What follows belongs to an exercise in optimizing a design on an open flow for small area, a short achievable clock period and few clock cycles; a production flow would make more cautious choices. In this exercise RTL edits were held to simulation tests only and were not proved equivalent to the original. Power is estimated from default activity; no workload was simulated.

`flow/flow/run.sh`:
```
#!/bin/bash
set -euo pipefail
bash standard.sh "BUFFER_PORTS_ARGS=-buffer_cell sky130_fd_sc_hd__buf_1" SETUP_SLACK_MARGIN=5.3 finish > make_finish.log 2>&1
```
`flow/config.mk`:
```
export PLATFORM = sky130hd
export DESIGN_NAME = huffman_top
export DESIGN_NICKNAME = huffman_top
export VERILOG_FILES = /design/flow/design.v
export SDC_FILE = /design/flow/constraint.sdc
export NUM_CORES = 4
export LEC_CHECK = 0
export ABC_AREA = 1
export CAP_MARGIN = 20
export CORE_MARGIN = 2
export CORE_UTILIZATION = 40
export CTS_BUF_LIST = sky130_fd_sc_hd__clkbuf_2 sky130_fd_sc_hd__clkbuf_4 sky130_fd_sc_hd__clkbuf_8 sky130_fd_sc_hd__clkbuf_16
export GPL_ROUTABILITY_DRIVEN = 0
export SLEW_MARGIN = 20
export TNS_END_PERCENT = 0
```
`flow/constraint.sdc`:
```
create_clock -name core_clock -period 8.0 [get_ports {clk}]
set_input_delay 1.6000 -clock core_clock [delete_from_list [all_inputs] [get_ports {clk}]]
set_output_delay 1.6000 -clock core_clock [all_outputs]
set_load 0.01 [all_outputs]
```
`flow/standard.sh`:
```
#!/bin/bash
# synth_recipe.tcl (not shown) runs the flow's synth.tcl, then flattens the netlist and writes it again
# the make line also repeats each setting of config.mk as NAME=value (left out here)
make -C /OpenROAD-flow-scripts/flow DESIGN_CONFIG=/design/flow/config.mk WORK_HOME=/design/flow/orfs CLKGATE_MAP_FILE= SYNTH_SCRIPT=/design/flow/synth_recipe.tcl "${@:-finish}"
```
`flow/design.v`:
```
package huff_types_pkg;
	typedef logic [8-1:0] pixel_t;
	typedef logic [8-1:0] count_t;
	typedef logic [6-1:0] sym_mask_t;
	typedef logic [8-1:0] code_t;
	typedef logic [8-1:0] len_mask_t;
endpackage
package huff_ctrl_pkg;
	typedef enum logic [1:0] {SORT_IDLE, SORT_PASS, SORT_DONE} sort_state_t;
	typedef enum logic [1:0] {MRG_IDLE, MRG_POP, MRG_INSERT, MRG_DONE} merge_state_t;
	typedef enum logic [1:0] {BLD_IDLE, BLD_WALK, BLD_DONE} build_state_t;
	typedef logic [$clog2(5)-1:0] round_t;
	typedef logic [$clog2(6+1)-1:0] step_t;
endpackage
`timescale 1ns/1ns
module huffman_top (
	input  logic                      clk,
	input  logic                      reset,
	input  logic                      gray_valid,
	input  huff_types_pkg::pixel_t    gray_data,
	output logic                      cnt_valid,
	output huff_types_pkg::count_t    cnt1,
	output huff_types_pkg::count_t    cnt2,
	output huff_types_pkg::count_t    cnt3,
	output huff_types_pkg::count_t    cnt4,
	output huff_types_pkg::count_t    cnt5,
	output huff_types_pkg::count_t    cnt6,
	output logic                      code_valid,
	output huff_types_pkg::code_t     hc1,
	output huff_types_pkg::code_t     hc2,
	output huff_types_pkg::code_t     hc3,
	output huff_types_pkg::code_t     hc4,
	output huff_types_pkg::code_t     hc5,
	output huff_types_pkg::code_t     hc6,
	output huff_types_pkg::len_mask_t m1,
	output huff_types_pkg::len_mask_t m2,
	output huff_types_pkg::len_mask_t m3,
	output huff_types_pkg::len_mask_t m4,
	output huff_types_pkg::len_mask_t m5,
	output huff_types_pkg::len_mask_t m6
);
	function automatic logic ge8(input logic [7:0] a, input logic [7:0] b);
		logic [7:0] g;
		logic [7:0] l;
		logic [3:0] g2;
		logic [3:0] l2;
		logic [1:0] g4;
		logic [1:0] l4;
		g = a & ~b;
		l = ~a & b;
		for (int i = 0; i < 4; i++) begin
			g2[i] = g[2*i+1] | (~l[2*i+1] & g[2*i]);
			l2[i] = l[2*i+1] | (~g[2*i+1] & l[2*i]);
		end
		for (int i = 0; i < 2; i++) begin
			g4[i] = g2[2*i+1] | (~l2[2*i+1] & g2[2*i]);
			l4[i] = l2[2*i+1] | (~g2[2*i+1] & l2[2*i]);
		end
		ge8 = ~(l4[1] | (~g4[1] & l4[0]));
	endfunction
	function automatic logic [7:0] add8(input logic [7:0] a, input logic [7:0] b);
		logic [7:0] g;
		logic [7:0] p;
		logic [7:0] gg;
		logic [7:0] pp;
		logic [7:0] g1;
		logic [7:0] p1;
		g = a & b;
		p = a ^ b;
		gg = g;
		pp = p;
		for (int d = 1; d < 8; d = d * 2) begin
			g1 = gg;
			p1 = pp;
			for (int i = d; i < 8; i++) begin
				gg[i] = g1[i] | (p1[i] & g1[i - d]);
				pp[i] = p1[i] & p1[i - d];
			end
		end
		add8 = p ^ {gg[6:0], 1'b0};
	endfunction
	logic            seen;
	logic            closed;     
	logic            closed_d;   
	logic [5:0][7:0] cnt;
	always_ff @(posedge clk) begin
		if (reset) begin
			seen      <= 1'b0;
			closed    <= 1'b0;
			closed_d  <= 1'b0;
			cnt_valid <= 1'b0;
			cnt       <= '0;
		end else begin
			closed_d  <= closed;
			cnt_valid <= 1'b0;
			if (!closed) begin
				if (gray_valid) begin
					seen <= 1'b1;
					for (int i = 0; i < 6; i++) begin
						if (gray_data == 8'(i + 1)) begin
							cnt[i] <= cnt[i] + 8'd1;
						end
					end
				end else if (seen) begin
					closed    <= 1'b1;
					cnt_valid <= 1'b1;
				end
			end
		end
	end
	logic [5:0][5:0] ge_nx;
	logic [5:0][5:0] oh;
	logic [5:0][5:0] oh_nx;
	logic [5:0][4:0] ohr;
	always_comb begin
		for (int i = 0; i < 6; i++) begin
			oh[i] = {~|ohr[i], ohr[i]};
		end
	end
	always_comb begin
		ge_nx = '0;
		for (int i = 0; i < 6; i++) begin
			for (int j = i + 1; j < 6; j++) begin
				ge_nx[i][j] = ge8(cnt[i], cnt[j]);
			end
		end
		for (int i = 0; i < 6; i++) begin
			oh_nx[i] = 6'b000001;
			for (int j = 0; j < 6; j++) begin
				if (j > i && ge_nx[i][j]) oh_nx[i] = {oh_nx[i][4:0], 1'b0};
				if (j < i && !ge_nx[j][i]) oh_nx[i] = {oh_nx[i][4:0], 1'b0};
			end
		end
	end
	assign cnt1 = cnt[0];
	assign cnt2 = cnt[1];
	assign cnt3 = cnt[2];
	assign cnt4 = cnt[3];
	assign cnt5 = cnt[4];
	assign cnt6 = cnt[5];
	logic [5:0][7:0] sorted_w;
	logic [7:0]      sorted_s;
	always_comb begin
		for (int i = 0; i < 6; i++) begin
		end
		for (int k = 0; k < 6; k++) begin
			sorted_w[k] = '0;
			for (int i = 0; i < 6; i++) begin
				sorted_w[k] = sorted_w[k] | (cnt[i] & {8{oh[i][k]}});
			end
		end
		sorted_s = add8(sorted_w[0], sorted_w[1]);
	end
	logic [5:0][7:0] w;       
	logic [7:0]      sw;      
	logic [5:0]      vld;     
	logic [5:0][4:0] code;    
	logic [5:0][4:0] msk;     
	logic [5:2]      t;       
	logic [4:0]      pone;    
	logic [4:0][7:0] rw;
	logic [7:0]      rsw;
	logic [5:0][5:0] roh;
	logic [5:0][4:0] rcode;
	logic [5:0][4:0] rmsk;
	always_comb begin
		logic [5:0] pv;
		logic [4:0] mv;
		logic [4:0] kv;
		for (int k = 2; k < 6; k++) begin
			t[k] = !ge8(w[k], sw) && vld[k];
		end
		pone[0] = ~t[2];
		for (int j = 1; j < 4; j++) begin
			pone[j] = t[j + 1] & ~t[j + 2];
		end
		pone[4] = t[5];
		rw[0] = t[2] ? w[2] : sw;
		for (int i = 1; i < 4; i++) begin
			if (t[i + 2]) rw[i] = w[i + 2];
			else if (t[i + 1]) rw[i] = sw;
			else rw[i] = w[i + 1];
		end
		rw[4] = t[5] ? sw : w[5];
		rsw = t[3] ? add8(w[2], w[3]) : add8(w[2], sw);
		for (int s = 0; s < 6; s++) begin
			pv = oh[s];
			mv = msk[s];
			kv = code[s];
			roh[s] = '0;
			for (int j = 0; j < 5; j++) begin
				roh[s][j] = (pv[0] | pv[1]) & pone[j];
				if (j + 2 < 6) roh[s][j] = roh[s][j] | (pv[j + 2 < 6 ? j + 2 : 5] & t[j + 2 < 6 ? j + 2 : 5]);
				if (j >= 1) roh[s][j] = roh[s][j] | (pv[j + 1] & ~t[j >= 1 ? j + 1 : 2]);
			end
			rcode[s] = roh[s][0] ? kv | (~mv & {mv[3:0], 1'b1}) : kv;
			rmsk[s]  = (roh[s][0] | roh[s][1]) ? {mv[3:0], 1'b1} : mv;
		end
	end
	always_ff @(posedge clk) begin
		if (reset) begin
			code_valid <= 1'b0;
		end else if (closed_d && vld[2] && !vld[3]) begin
			code_valid <= 1'b1;
		end
	end
	always_ff @(posedge clk) begin
		if (!closed_d) begin
			for (int i = 0; i < 6; i++) begin
				ohr[i] <= oh_nx[i][4:0];
			end
		end else begin
			for (int i = 0; i < 6; i++) begin
				ohr[i] <= roh[i][4:0];
			end
		end
	end
	always_ff @(posedge clk) begin
		if (!closed_d) begin
			w    <= sorted_w;
			sw   <= sorted_s;
			vld  <= 6'b111111;
			for (int s = 0; s < 6; s++) begin
				code[s] <= {4'b0, oh[s][0]};
				msk[s]  <= {4'b0, oh[s][0] | oh[s][1]};
			end
		end else if (vld[2]) begin
			w[4:0] <= rw;
			sw     <= rsw;
			vld    <= {1'b0, vld[5:1]};
			code   <= rcode;
			msk    <= rmsk;
		end
	end
	assign hc1 = {3'b0, code[0]};
	assign hc2 = {3'b0, code[1]};
	assign hc3 = {3'b0, code[2]};
	assign hc4 = {3'b0, code[3]};
	assign hc5 = {3'b0, code[4]};
	assign hc6 = {3'b0, code[5]};
	assign m1 = {3'b0, msk[0]};
	assign m2 = {3'b0, msk[1]};
	assign m3 = {3'b0, msk[2]};
	assign m4 = {3'b0, msk[3]};
	assign m5 = {3'b0, msk[4]};
	assign m6 = {3'b0, msk[5]};
endmodule
```
==> results.txt, run 1 <==
Worst Path Buf+Inv = 1
status = timing/DRC/antenna clean
R2R Path Start = cnt[3]$_SDFFE_PP0P_
Non-Filler Instances = 2,798
Synth Area in Compound Gates = 21.7%
remaining global-route overflow = 0
Worst path slowest cell = dfxtp_2
CP cell instances = buf_1
Finished Cell Area = 0.0164 mm2
Final Util = 45.0%
r2r endpoint = sw[7]$_DFFE_PP_
crit path kind = reg -> out
drt drc = 0
Hold WS = 0.448 ns
core outline area = 0.0363 mm2
Total Routing Usage GR = 27.7%
largest fanout on the critical path = 11
CTS H-tree depth = 4
clk root buf = clkbuf_16
largest net degree at the start of global routing = 76
Top Ports = 157
post-synthesis mux area share = 0%
final hold violations = 0
peak supply drop = 0.153 mV
worst relative slew slack = 30.6%
r2r worst-path depth = 13
CP Capture Type = output port
via count of the first global-routing pass = 14,800
Std-Cell Rows = 70
XOR/XNOR Fraction of Synth Area = 0.539%
Final Slew Violations = 0
first-pass GRT wire length = 83.1 mm
max-cap viol count = 0
DR WL/cell = 19.2 um
Seq/Total Area, Yosys = 29.2%
post-synthesis instance total = 2,254
#FFs+latches synth = 187
post-synthesis cell type count = 60
dpl hpwl = 38.8 mm
Final period util = 34.7%
yosys warns = 1
vias per inst = 5.78
synthesized area = 0.0146 mm2
r2r setup slk = 5.32 ns
most common cell after layout, fill and taps aside = nand2_1
Die Span X = 195 um
Worst Max-Slew Pin Slew = 1.04 ns
CTS tree = yes
antenna cells = 0
worst-skew pair later-pin latency = 0.48 ns
antenna violations before repair = 0
Synth Flop Type = dfxtp_1
Port Buffers = 120
Reg clk slew, reported paths = 0.08 ns
Avg Inst Size Synth = 6.49 um2
Worst Skew = 0.0252 ns
Max Fclk = 360 MHz
Leak = 6.83 nW
die height = 195 um
EDFF count, synth = 52
Placement Cell Area = 0.0150 mm2
share of layout cells above drive strength 1 = 11.2%
min-delay worst type = reg -> reg
most frequent cells in the layout = nand2_1, nand3_1, inv_1
CP endpoint = cnt4[1]
cell family with most CP delay = flip-flops
clock tree buffer depth = 2
min cycle time layout = 2.78 ns
Async SR Flop Fraction = 0%
area growth from synthesis to layout = 11.9%
required time worst endpoint = 6.40 ns
final number of setup-violating endpoints = 0
simple-gate share of the synthesized area = 30.7%
number of DRC markers in iteration 0 = 1,941
RSZ-0062 raised after global routing = yes
CTS buffer count = 17
CP peak stage delay = 0.52 ns
initial core utilization = 40.2%
Nets = 2,385
Die Area = 0.0381 mm2
Fin Setup TNS = 0 ns
largest family of logic cells by synthesized area = simple AND/OR/NAND/NOR gates
via count = 16,200
Worst Setup SP = cnt[25]$_SDFFE_PP0P_
DRT Wirelength = 53.6 mm
Num Clock Sinks = 187
drt first pass iters = 7
DP Cell Count = 2,729
Levels on crit path = 1
post-route antenna net violation count = 0
worst endpoint data arrival time = 1.18 ns
Pwr Density = 137 mW/mm2
Worst setup SP type = register
Synth Area in Adders = 5.03%
==> report_power, final <==
part           leakage [nW]  total [mW]  switching [mW]  internal, mW
Clock                 0.290       0.888           0.461         0.427
Combinational          4.79       0.330           0.237        0.0931
Sequential             1.74        1.03          0.0420         0.984
==> through the flow <==
stage	worst slack (ns)	total power, mW
floorplan	5.21	1.29
global placement	4.73	1.37
detailed placement	4.68	1.37
CTS	5.20	2.24
global route	5.16	2.34
finish	5.22	2.24
==> worst min-delay path by stage <==
stage	to	depth (start not counted)	slack [ns]	start
6_report	code[9]$_SDFFE_PN0P_	2	0.45	code[9]$_SDFFE_PN0P_
5_1_grt	code[2]$_SDFFE_PN0P_	2	0.46	code[2]$_SDFFE_PN0P_
4_1_cts	code[9]$_SDFFE_PN0P_	2	0.45	code[9]$_SDFFE_PN0P_
3_5_place_dp	code[9]$_SDFFE_PN0P_	2	0.44	code[9]$_SDFFE_PN0P_
3_3_place_gp	cnt_valid$_SDFF_PP0_	1	0.43	closed$_SDFF_PP0_
2_1_floorplan	cnt_valid$_SDFF_PP0_	1	0.42	closed$_SDFF_PP0_
==> routing by layer <==
metal / vias to the layer above / share of wire (%) / track usage (%)
met5: - / 0 / 0
met4: 0 / 5.7 / 14.6
met3: 217 / 8.9 / 4.51
met2: 896 / 44 / 43.6
met1: 7346 / 41 / 36.7
li1: 7711 / - / -
==> worst min-delay path: stages, from the launching register on <==
cell and delay (ns):
dfxtp_1 0.31, inv_1 0.04, a21oi_1 0.05
==> cells in the mapped netlist, drive strengths merged (11+ instances only) <==
cell / instances / share of area (%)
nand2: 561 / 15
inv: 264 / 6.8
nand3: 232 / 8.1
nor2: 170 / 4.4
a21oi: 164 / 5.7
o21ai: 163 / 5.7
dfxtp: 135 / 18
buf: 104 / 4.4
o22ai: 60 / 2.6
clkbuf: 57 / 1.5
ha: 54 / 4.6
edfxtp: 52 / 11
nor3: 42 / 1.5
a221oi: 35 / 2.1
a31oi: 25 / 1.1
o221ai: 20 / 1.2
a211oi: 12 / 0.62
nand4: 12 / 0.56
o21bai: 11 / 0.56
==> state kept, by name (all words and copies together) (netlist names) <==
signal / cells
msk: 30
code_valid: 1
w: 32
code: 30
closed: 1
cnt_valid: 1
closed_d: 1
sw: 8
seen: 1
cnt: 48
vld: 4
ohr: 30
==> timing repair <==
item / CTS / global route
hold buffers: 0 / 0
setup endpoints to repair: 90 / 166
setup buffers: 0 / 35
resized for setup: 68 / 84
pin swaps: 0 / 11
==> layout make-up <==
cell class	instances	area (um2)
clock inverters	15	191
flip-flops and latches	187	4410
inverters	268	1060
clock buffers	17	425
well taps	468	586
fillers	3792	20000
multi-input cells	1673	8810
repair buffers	170	888
==> cell families (layout without fill, tap and decap cells) <==
| logic type | after synthesis | in the layout |
|---|---|---|
| simple gates | 1042 | 1042 |
| xor+xnor | 9 | 9 |
| compound gates | 529 | 529 |
| other cells | 1 | 36 |
| flops | 187 | 187 |
| fa+ha+maj | 57 | 57 |
| buf+inv | 429 | 470 |
Testbench counts, summed over its fixed seeds: cycles 13,084.
==> inputs of run 2 (changes only) <==
--- a/flow/config.mk
+++ b/flow/config.mk
@@ -10,5 +10,5 @@
 export CORE_MARGIN = 2
 export CORE_UTILIZATION = 40
-export CTS_BUF_LIST = sky130_fd_sc_hd__clkbuf_2 sky130_fd_sc_hd__clkbuf_4 sky130_fd_sc_hd__clkbuf_8 sky130_fd_sc_hd__clkbuf_16
+export CTS_BUF_LIST = sky130_fd_sc_hd__clkbuf_4 sky130_fd_sc_hd__clkbuf_8 sky130_fd_sc_hd__clkbuf_16
 export GPL_ROUTABILITY_DRIVEN = 0
 export SLEW_MARGIN = 20
==> run 2 against run 1 <==
Compared with the run above:
- sequential share of layout area unchanged
- largest cell class unchanged
- global-route usage unchanged
- flip-flop and latch count unchanged
- synthesized cell count unchanged
- non-clock buffer count unchanged
- combinational power about the same
- first-iteration DRC count unchanged
- clock skew unchanged
- highest routed layer unchanged
- total power unchanged
- utilization unchanged
==> results.txt, run 2 <==
Total Routing Usage GR = 27.7%
P_sw = 740 uW
Port Buffers = 120
clk root buf = clkbuf_16
Final Slew Violations = 0
Top Ports = 157
Std-Cell Rows = 70
Nets = 2,385
area growth from synthesis to layout = 11.9%
via count of the first global-routing pass = 14,800
Top Registers = cnt: 48 flops, w: 32 flops
Seq/Total Area, Yosys = 29.2%
Tot Pwr = 2.24 mW
CP peak stage delay = 0.52 ns
CP cell instances = buf_1
number of DRC markers in iteration 0 = 1,941
CTS H-tree depth = 4
r2r worst-path depth = 13
EDFF count, synth = 52
post-route antenna net violation count = 0
cell taking the most area after synthesis = dfxtp_1
most common library cells after synthesis = nand2_1, inv_1, nand3_1
Num Clock Sinks = 187
Biggest register = cnt
Max Fclk = 360 MHz
worst relative slew slack = 30.6%
top post-synthesis cells by area = dfxtp_1, nand2_1, edfxtp_1, nand3_1, inv_1
count leader, synth = nand2_1
DR WL/cell = 19.2 um
Hold Crit Depth = 2
antenna cells = 0
DRT Wirelength = 53.6 mm
Worst Skew = 0.0252 ns
dpl hpwl = 38.8 mm
most frequent cells in the layout = nand2_1, nand3_1, inv_1
Avg Inst Size Synth = 6.49 um2
RSZ-0062 raised after global routing = yes
Worst path slowest cell = dfxtp_2
CP Capture Type = output port
R2R Path Start = cnt[3]$_SDFFE_PP0P_
Async SR Flop Fraction = 0%
max reg flops = 48
required time worst endpoint = 6.40 ns
largest net degree at the start of global routing = 76
Synth Flop Type = dfxtp_1
Worst Path Buf+Inv = 1
internal power = 1.50 mW
antenna violations before repair = 0
worst-skew pair later-pin latency = 0.48 ns
status = timing/DRC/antenna clean
cell family with most CP delay = flip-flops
peak supply drop = 0.153 mV
Reg clk slew, reported paths = 0.08 ns
Hold Path End = code[9]$_SDFFE_PN0P_
Die Span X = 195 um
max-cap viol count = 0
Clock Power Share = 39.6%
yosys warns = 1
min-delay worst type = reg -> reg
vias per inst = 5.78
worst endpoint data arrival time = 1.18 ns
Sw Ratio = 33.0%
clock tree buffer depth = 2
Pwr Density = 137 mW/mm2
core outline area = 0.0363 mm2
pre-CTS setup slack = 4.68 ns
final number of setup-violating endpoints = 0
Worst Max-Slew Pin Slew = 1.04 ns
top-area cell type share of the netlist area = 18.5%
drt drc = 0
drt first pass iters = 7
most common cell after layout, fill and taps aside = nand2_1
Final Util = 45.0%
share of layout cells above drive strength 1 = 11.2%
die height = 195 um
r2r setup slk = 5.32 ns
Die Area = 0.0381 mm2
min cycle time layout = 2.78 ns
final worst slack = 5.22 ns
crit path kind = reg -> out
Worst setup SP type = register
CTS tree = yes
synthesized area = 0.0146 mm2
initial core utilization = 40.2%
post-synthesis cell type count = 60
CTS buffer count = 17
#FFs+latches synth = 187
post-synthesis instance total = 2,254
Leak = 6.83 nW
via count = 16,200
r2r endpoint = sw[7]$_DFFE_PP_
Final period util = 34.7%
cts hold-fix bufs = 0
Flop pwr share = 45.7%
Worst Setup SP = cnt[25]$_SDFFE_PP0P_
final hold violations = 0
logic gate share of total power = 14.7%
hold path start = code[9]$_SDFFE_PN0P_
largest fanout on the critical path = 11
first-pass GRT wire length = 83.1 mm
Fin Setup TNS = 0 ns
remaining global-route overflow = 0
[run 2: area by class of cell]
class	count	area, um2
clock buffer	17	425
clock inverter	15	191
fill	3792	20000
inverter	268	1060
multi-input combinational	1673	8810
sequential	187	4410
tap	468	586
timing repair buffer	170	888
[run 2: stage by stage]
stage          instance area (um2)  hold slack (ns)  std cells
6_report                     16400            0.448       2798
5_1_grt                      16400            0.464       2798
4_1_cts                      15800            0.452       2761
3_5_place_dp                 15000            0.439       2729
3_3_place_gp                 15000            0.433       2729
2_1_floorplan                14800            0.422       2289
[run 2: timing repair]
action / 4_1_cts / 5_1_grt
resized for setup: 68 / 84
buffers inserted: 0 / 35
pin swaps: 0 / 11
setup endpoints to repair: 90 / 166
hold endpoints to repair: 0 / 0
[run 2: kinds of logic after synthesis]
kind of cell | Yosys count | share of synthesized area [%]
AOI/OAI and AO/OA | 529 | 21.7
xor gates and xnor gates | 9 | 0.539
adders and majority gates | 57 | 5.03
buffers and inverters | 429 | 12.8
DFF | 187 | 29.2
other | 1 | 0.0256
and+or+nand+nor | 1042 | 30.7
[run 2: routing by layer]
metal / vias to the layer above / wire length, um / share of wire [%] / track usage (%)
met5: - / 0 / 0 / 0
li1: 7711 / - / - / -
met2: 896 / 23600 / 44 / 43.6
met3: 217 / 4750 / 8.9 / 4.51
met1: 7346 / 22200 / 41 / 36.7
met4: 0 / 3060 / 5.7 / 14.6
[run 2: power groups by stage]
| stage | registers (mW) | clock network (mW) | logic (mW) |
|---|---|---|---|
| 5_1_grt | 1.03 | 0.938 | 0.375 |
| 2_1_floorplan | 1.04 | 0 | 0.257 |
| 3_5_place_dp | 1.05 | 0 | 0.316 |
| 3_3_place_gp | 1.05 | 0 | 0.312 |
| 6_report | 1.03 | 0.888 | 0.330 |
| 4_1_cts | 1.03 | 0.898 | 0.317 |
[run 2: how the worst max path moves through the flow]
stage | to | depth (start not counted)
after floorplan | cnt[15]$_SDFFE_PP0P_ | 12
after global placement | cnt[15]$_SDFFE_PP0P_ | 12
after detailed placement | cnt[6]$_SDFFE_PP0P_ | 10
after CTS | cnt3[1] | 2
after global routing | sw[6]$_DFFE_PP_ | 13
final | cnt4[1] | 1

-- afterwards: timing with drivers on the ports --
No port has a modelled driver above. Below, the same layouts with a new extraction and two added sets of constraints. Step 1 assumes that a clkbuf_16 drives the clock port and a buf_2 every other input. Step 2, shift: input delay + t, output delay - t, t = (earliest + latest rising clock arrival at the registers) / 2. This alone moves slack from input paths to output paths. Slacks: ideal ports / drivers / drivers and shift; pairs: ideal ports / drivers.
| run | t (ns) | slack for setup (ns) | worst setup path at the end | slew at the worst register clock pin (ns) | worst slew at a driven data input, ns |
|---|---|---|---|---|---|
| run 1 | 0.522 | 5.224 / 5.168 / 4.858 | input to register | 0.09 / 0.09 | 0.03 |
| run 2 | 0.522 | 5.224 / 5.168 / 4.858 | input to register | 0.09 / 0.09 | 0.03 |
After both steps setup and hold are still met in every run listed.
